This is an optimization exercise on Yosys and OpenROAD, whose aim is small area, not a production implementation. Function was checked by simulation only, so behaviour that the tests miss may differ from the original. Power is estimated from default activity; no workload was simulated.

Setup of middle:
==> module chan_entry_buffer, before the edit <==
module chan_entry_buffer
(
  input  logic        clk_i,
  input  logic        rstn_i,
  input  logic [2:0]  req_i,        
  input  logic [3:0]  gnt_i,        
  output logic        allow_o,
  output logic [3:0]  want_o,
  output logic [11:0] pick_o        
);
  localparam int NS = 5;
  localparam int NB = 4;
  localparam int WENC = 0;
  localparam int RENC = 0;
  localparam int WW   = (WENC == 3) ? 5 : 3;
  localparam int RW   = (RENC == 3) ? 5 : 3;
  function automatic logic [4:0] enc(input int e, input int s);
    case (e)
      1:       case (s) 0: enc = 5'b000; 1: enc = 5'b001; 2: enc = 5'b011; 3: enc = 5'b111; default: enc = 5'b110; endcase
      3:       enc = 5'(1 << s);
      default: enc = 5'(s);
    endcase
  endfunction
  function automatic logic [NS-1:0] dec(input int e, input logic [4:0] x);
    for (int s = 0; s < NS; s++) dec[s] = (e == 3) ? x[s] : (x == enc(e, s));
  endfunction
  function automatic logic [4:0] inc(input int e, input logic [4:0] x);
    if (e == 3) inc = {x[3:0], x[4]};
    else begin
      inc = enc(e, 0);
      for (int s = 0; s < NS - 1; s++) if (x == enc(e, s)) inc = enc(e, s + 1);
    end
  endfunction
  logic [WW-1:0] wr_q;
  logic [RW-1:0] rd_q;
  logic          full_q;
  logic [NS-1:0] pend_q;
  logic [1:0]    tag_q [NS];
  logic [NS-1:0] rdd, wrd, wsel, clr;
  logic [NS-1:0] sel [NB];
  logic          push, pop, empty;
  always_comb begin
    rdd = dec(RENC, 5'(rd_q));
    wrd = dec(WENC, 5'(wr_q));
  end
  logic [NS-1:0] ge;
  logic [NS-1:0] mark [NB];
  always_comb begin
    for (int s = 0; s < NS; s++) begin
      ge[s] = 1'b0;
      for (int k = 0; k <= s; k++) ge[s] = ge[s] | rdd[k];
    end
    for (int b = 0; b < NB; b++) begin
      for (int s = 0; s < NS; s++) mark[b][s] = pend_q[s] & (tag_q[s] == 2'(b));
      want_o[b] = |mark[b];
    end
  end
  for (genvar b = 0; b < NB; b++) begin : g_pick
    oldest_entry_pick u_pick (
      .mark_i (mark[b]),
      .ge_i   (ge),
      .sel_o  (sel[b]),
      .id_o   (pick_o[3*b +: 3])
    );
  end
  always_comb begin
    clr = '0;
    for (int b = 0; b < NB; b++) clr = clr | (sel[b] & {NS{gnt_i[b]}});
  end
  assign allow_o = ~full_q;
  assign push    = req_i[2] & ~full_q;
  assign empty   = ~|(rdd & wrd) | full_q ? 1'b0 : 1'b1;
  assign pop     = ~empty & ~|(pend_q & rdd);
  assign wsel    = wrd & {NS{push}};
  always_ff @(posedge clk_i or negedge rstn_i) begin
    if (!rstn_i) begin
      wr_q   <= WW'(enc(WENC, 0));
      rd_q   <= RW'(enc(RENC, 0));
      full_q <= 1'b0;
      pend_q <= '0;
    end else begin
      if (push) wr_q <= WW'(inc(WENC, 5'(wr_q)));
      if (pop)  rd_q <= RW'(inc(RENC, 5'(rd_q)));
      if (full_q) full_q <= ~pop;
      else        full_q <= push & ~pop & |({wrd[NS-2:0], wrd[NS-1]} & rdd);
      pend_q <= wsel | (pend_q & ~clr);
    end
  end
  always_ff @(posedge clk_i) begin
    for (int s = 0; s < NS; s++) begin
      if (!pend_q[s]) tag_q[s] <= req_i[1:0];
    end
  end
endmodule
==> module bank_arbiter, before the edit <==
module bank_arbiter
(
  input  logic       clk_i,
  input  logic       rstn_i,
  input  logic [2:0] want_i,
  input  logic [8:0] pick_i,     
  output logic [2:0] gnt_o,
  output logic [5:0] grant_o
);
  logic [1:0] last_q;     
  logic [1:0] last;
  logic [1:0] win;
  logic       any;
  assign any  = |want_i;
  assign last = last_q ^ 2'd2;
  always_comb begin
    case (last)
      2'd0:    win = want_i[1] ? 2'd1 : want_i[2] ? 2'd2 : 2'd0;
      2'd1:    win = want_i[2] ? 2'd2 : want_i[0] ? 2'd0 : 2'd1;
      default: win = want_i[0] ? 2'd0 : want_i[1] ? 2'd1 : 2'd2;
    endcase
    gnt_o = '0;
    if (any) gnt_o[win] = 1'b1;
    grant_o = '0;
    if (any) grant_o = {1'b1, win, pick_i[3*win +: 3]};
  end
  always_ff @(posedge clk_i or negedge rstn_i) begin
    if (!rstn_i)  last_q <= 2'd0;    
    else if (any) last_q <= win ^ 2'd2;
  end
endmodule
Settings: LEC_CHECK=0, CAP_MARGIN=20, CORE_MARGIN=2, CORE_UTILIZATION=50, SLEW_MARGIN=20, SYNTH_HIERARCHICAL=1, SYNTH_MINIMUM_KEEP_SIZE=0; clock period 9.0 ns.
standard.sh (not shown) runs the stock make flow with config.mk's settings and CLKGATE_MAP_FILE= SYNTH_SCRIPT=/design/flow/synth_recipe.tcl, a recipe that flattens the netlist after the stock synthesis.
==> flow/flow/run.sh <==
#!/bin/bash
# Own layout flow: the standard synthesis, then the combinational logic between
# the (unchanged) registers is re-mapped by ABC with an area-oriented script, then
# the standard ORFS layout (floorplan .. finish) on that netlist.
# Each tool writes its full output to a log file of its own in the work folder.
set -euo pipefail
WORK=$(pwd)
R=$WORK/orfs/results/$FLOW_PLATFORM/xbar_top/base
bash standard.sh synth > $WORK/log_1_standard_synth.log 2>&1
cp $R/1_2_yosys.v $WORK/std_1_2_yosys.v
YOSYS=$(command -v yosys || echo $FLOW_HOME/../tools/install/yosys/bin/yosys)
sed -e "s#@LIB@#$FLOW_HOME/platforms/sky130hd/lib/sky130_fd_sc_hd__tt_025C_1v80.lib#g" \
    -e "s#@IN@#$WORK/std_1_2_yosys.v#g" -e "s#@OUT@#$WORK/resyn_1_2_yosys.v#g" \
    -e "s#@ABC@#$WORK/flow/area.abc#g" flow/resyn.ys > $WORK/resyn.ys
$YOSYS -s $WORK/resyn.ys > $WORK/log_2_resyn.log 2>&1
cp $WORK/resyn_1_2_yosys.v $R/1_2_yosys.v
touch $R/1_2_yosys.v
PORT_BUF=sky130_fd_sc_hd__buf_1
[[ -n "${PORT_BUF:-}" ]] && export BUFFER_PORTS_ARGS="-buffer_cell $PORT_BUF"
bash standard.sh finish > $WORK/log_3_standard_finish.log 2>&1
==> flow/flow/area.abc <==
strash
&get -n
&deepsyn -I 4 -J 50
&put
dch -f
map -a
==> flow/flow/resyn.ys <==
read_liberty -ignore_miss_func @LIB@
read_verilog @IN@
hierarchy -check -top xbar_top
setattr -mod -set keep_hierarchy 1 sky130_fd_sc_hd__df* sky130_fd_sc_hd__edf* sky130_fd_sc_hd__sdf* sky130_fd_sc_hd__dl* sky130_fd_sc_hd__conb_1
flatten
opt_clean
tee -o pre_resyn_stat.txt stat -liberty @LIB@
techmap
opt -purge
abc -liberty @LIB@ -dont_use sky130_fd_sc_hd__probe_p_8 -dont_use sky130_fd_sc_hd__probec_p_8 -dont_use sky130_fd_sc_hd__lpflow_* -script @ABC@
opt_clean -purge
hilomap -singleton -hicell sky130_fd_sc_hd__conb_1 HI -locell sky130_fd_sc_hd__conb_1 LO
splitnets
opt_clean -purge
insbuf -buf sky130_fd_sc_hd__buf_4 A X
blackbox sky130_fd_sc_hd__*
tee -o post_resyn_stat.txt stat -liberty @LIB@

write_verilog -noattr -nohex -nodec @OUT@
#### Input delta (north over middle)
diff --git a/flow/design.v b/flow/design.v
--- a/flow/design.v
+++ b/flow/design.v
@@ -27,29 +27,27 @@
 );
   localparam int NS = 5;
   localparam int NB = 4;
-  localparam int WENC = 0;
-  localparam int RENC = 0;
-  localparam int WW   = (WENC == 3) ? 5 : 3;
-  localparam int RW   = (RENC == 3) ? 5 : 3;
-  function automatic logic [4:0] enc(input int e, input int s);
-    case (e)
-      1:       case (s) 0: enc = 5'b000; 1: enc = 5'b001; 2: enc = 5'b011; 3: enc = 5'b111; default: enc = 5'b110; endcase
-      3:       enc = 5'(1 << s);
-      default: enc = 5'(s);
+  localparam int PENC = 0;
+  localparam int PW   = (PENC == 3) ? 5 : 3;
+  function automatic logic [PW-1:0] enc(input int s);
+    case (PENC)
+      1:       case (s) 0: enc = PW'(3'b000); 1: enc = PW'(3'b001); 2: enc = PW'(3'b011); 3: enc = PW'(3'b111); default: enc = PW'(3'b110); endcase
+      2:       case (s) 0: enc = PW'(3'b000); 1: enc = PW'(3'b001); 2: enc = PW'(3'b011); 3: enc = PW'(3'b010); default: enc = PW'(3'b110); endcase
+      3:       enc = PW'(1 << s);
+      default: enc = PW'(s);
     endcase
   endfunction
-  function automatic logic [NS-1:0] dec(input int e, input logic [4:0] x);
-    for (int s = 0; s < NS; s++) dec[s] = (e == 3) ? x[s] : (x == enc(e, s));
+  function automatic logic [NS-1:0] dec(input logic [PW-1:0] x);
+    for (int s = 0; s < NS; s++) dec[s] = (PENC == 3) ? x[s] : (x == enc(s));
   endfunction
-  function automatic logic [4:0] inc(input int e, input logic [4:0] x);
-    if (e == 3) inc = {x[3:0], x[4]};
+  function automatic logic [PW-1:0] inc(input logic [PW-1:0] x);
+    if (PENC == 3) inc = {x[PW-2:0], x[PW-1]};
     else begin
-      inc = enc(e, 0);
-      for (int s = 0; s < NS - 1; s++) if (x == enc(e, s)) inc = enc(e, s + 1);
+      inc = enc(0);
+      for (int s = 0; s < NS - 1; s++) if (x == enc(s)) inc = enc(s + 1);
     end
   endfunction
-  logic [WW-1:0] wr_q;
-  logic [RW-1:0] rd_q;
+  logic [PW-1:0] wr_q, rd_q;
   logic          full_q;
   logic [NS-1:0] pend_q;
   logic [1:0]    tag_q [NS];
@@ -57,8 +55,8 @@
   logic [NS-1:0] sel [NB];
   logic          push, pop, empty;
   always_comb begin
-    rdd = dec(RENC, 5'(rd_q));
-    wrd = dec(WENC, 5'(wr_q));
+    rdd = dec(rd_q);
+    wrd = dec(wr_q);
   end
   logic [NS-1:0] ge;
   logic [NS-1:0] mark [NB];
@@ -91,13 +89,13 @@
   assign wsel    = wrd & {NS{push}};
   always_ff @(posedge clk_i or negedge rstn_i) begin
     if (!rstn_i) begin
-      wr_q   <= WW'(enc(WENC, 0));
-      rd_q   <= RW'(enc(RENC, 0));
+      wr_q   <= enc(0);
+      rd_q   <= enc(0);
       full_q <= 1'b0;
       pend_q <= '0;
     end else begin
-      if (push) wr_q <= WW'(inc(WENC, 5'(wr_q)));
-      if (pop)  rd_q <= RW'(inc(RENC, 5'(rd_q)));
+      if (push) wr_q <= inc(wr_q);
+      if (pop)  rd_q <= inc(rd_q);
       if (full_q) full_q <= ~pop;
       else        full_q <= push & ~pop & |({wrd[NS-2:0], wrd[NS-1]} & rdd);
       pend_q <= wsel | (pend_q & ~clr);
@@ -105,7 +103,7 @@
   end
   always_ff @(posedge clk_i) begin
     for (int s = 0; s < NS; s++) begin
-      if (!pend_q[s]) tag_q[s] <= req_i[1:0];
+      if (wsel[s]) tag_q[s] <= req_i[1:0];
     end
   end
 endmodule
@@ -143,14 +141,12 @@
   output logic [2:0] gnt_o,
   output logic [5:0] grant_o
 );
-  logic [1:0] last_q;     
-  logic [1:0] last;
+  logic [1:0] last_q;
   logic [1:0] win;
   logic       any;
-  assign any  = |want_i;
-  assign last = last_q ^ 2'd2;
-  always_comb begin
-    case (last)
+  assign any = |want_i;
+  always_comb begin
+    case (last_q)
       2'd0:    win = want_i[1] ? 2'd1 : want_i[2] ? 2'd2 : 2'd0;
       2'd1:    win = want_i[2] ? 2'd2 : want_i[0] ? 2'd0 : 2'd1;
       default: win = want_i[0] ? 2'd0 : want_i[1] ? 2'd1 : 2'd2;
@@ -161,8 +157,8 @@
     if (any) grant_o = {1'b1, win, pick_i[3*win +: 3]};
   end
   always_ff @(posedge clk_i or negedge rstn_i) begin
-    if (!rstn_i)  last_q <= 2'd0;    
-    else if (any) last_q <= win ^ 2'd2;
+    if (!rstn_i)  last_q <= 2'd2;
+    else if (any) last_q <= win;
   end
 endmodule
 `default_nettype wire
==> notes.md <==
NOTE: met2 wire length in north falls short of that of middle. The clock transition at the registers of the reported paths on north is in line with that on middle. | via density per instance | north vs middle | about 1.3% lower |. Re number of nets in the layout: middle and north aren't equal, and the higher value belongs to north. Summary of north over middle: first-pass GRT wire length decreased by about 0.6% relative to the old numbers; power consumption decreased by 0.14 mW relative to the old numbers. north ends up with higher part of the total power dissipated in the clock network than middle does. Between middle and north, insertion delay to the later sink of the worst-skew pair is lower for north, middle comes in above that. Routed wire length essentially unchanged between north and middle.

separate check: timing with driven ports:
How much do the figures lean on ideal ports? The routed layouts below were timed once more, with nothing changed but the port constraints. Step 1 (the two cells are an assumption about what drives the block):
set clk [get_ports {clk_i}]
set_driving_cell -lib_cell sky130_fd_sc_hd__clkbuf_16 $clk
set_driving_cell -lib_cell sky130_fd_sc_hd__buf_2 [delete_from_list [all_inputs] $clk]
Step 2 also shifts input and output timing later by t, the mid clock arrival at the registers, as if the neighbouring blocks saw the same clock. a / b / c = ideal / step 1 / step 2; a / b = the first two.
| run | shift t [ns] | setup WS [ns] | worst setup path at the end | clock arrival spread, ns |
|---|---|---|---|---|
| middle | 0.410 | 3.474 / 3.440 / 3.850 | register to output | 0.018 / 0.018 |
| north | 0.395 | 3.493 / 3.457 / 3.852 | register to output | 0.014 / 0.013 |
After both steps setup and hold are still met in every run listed.
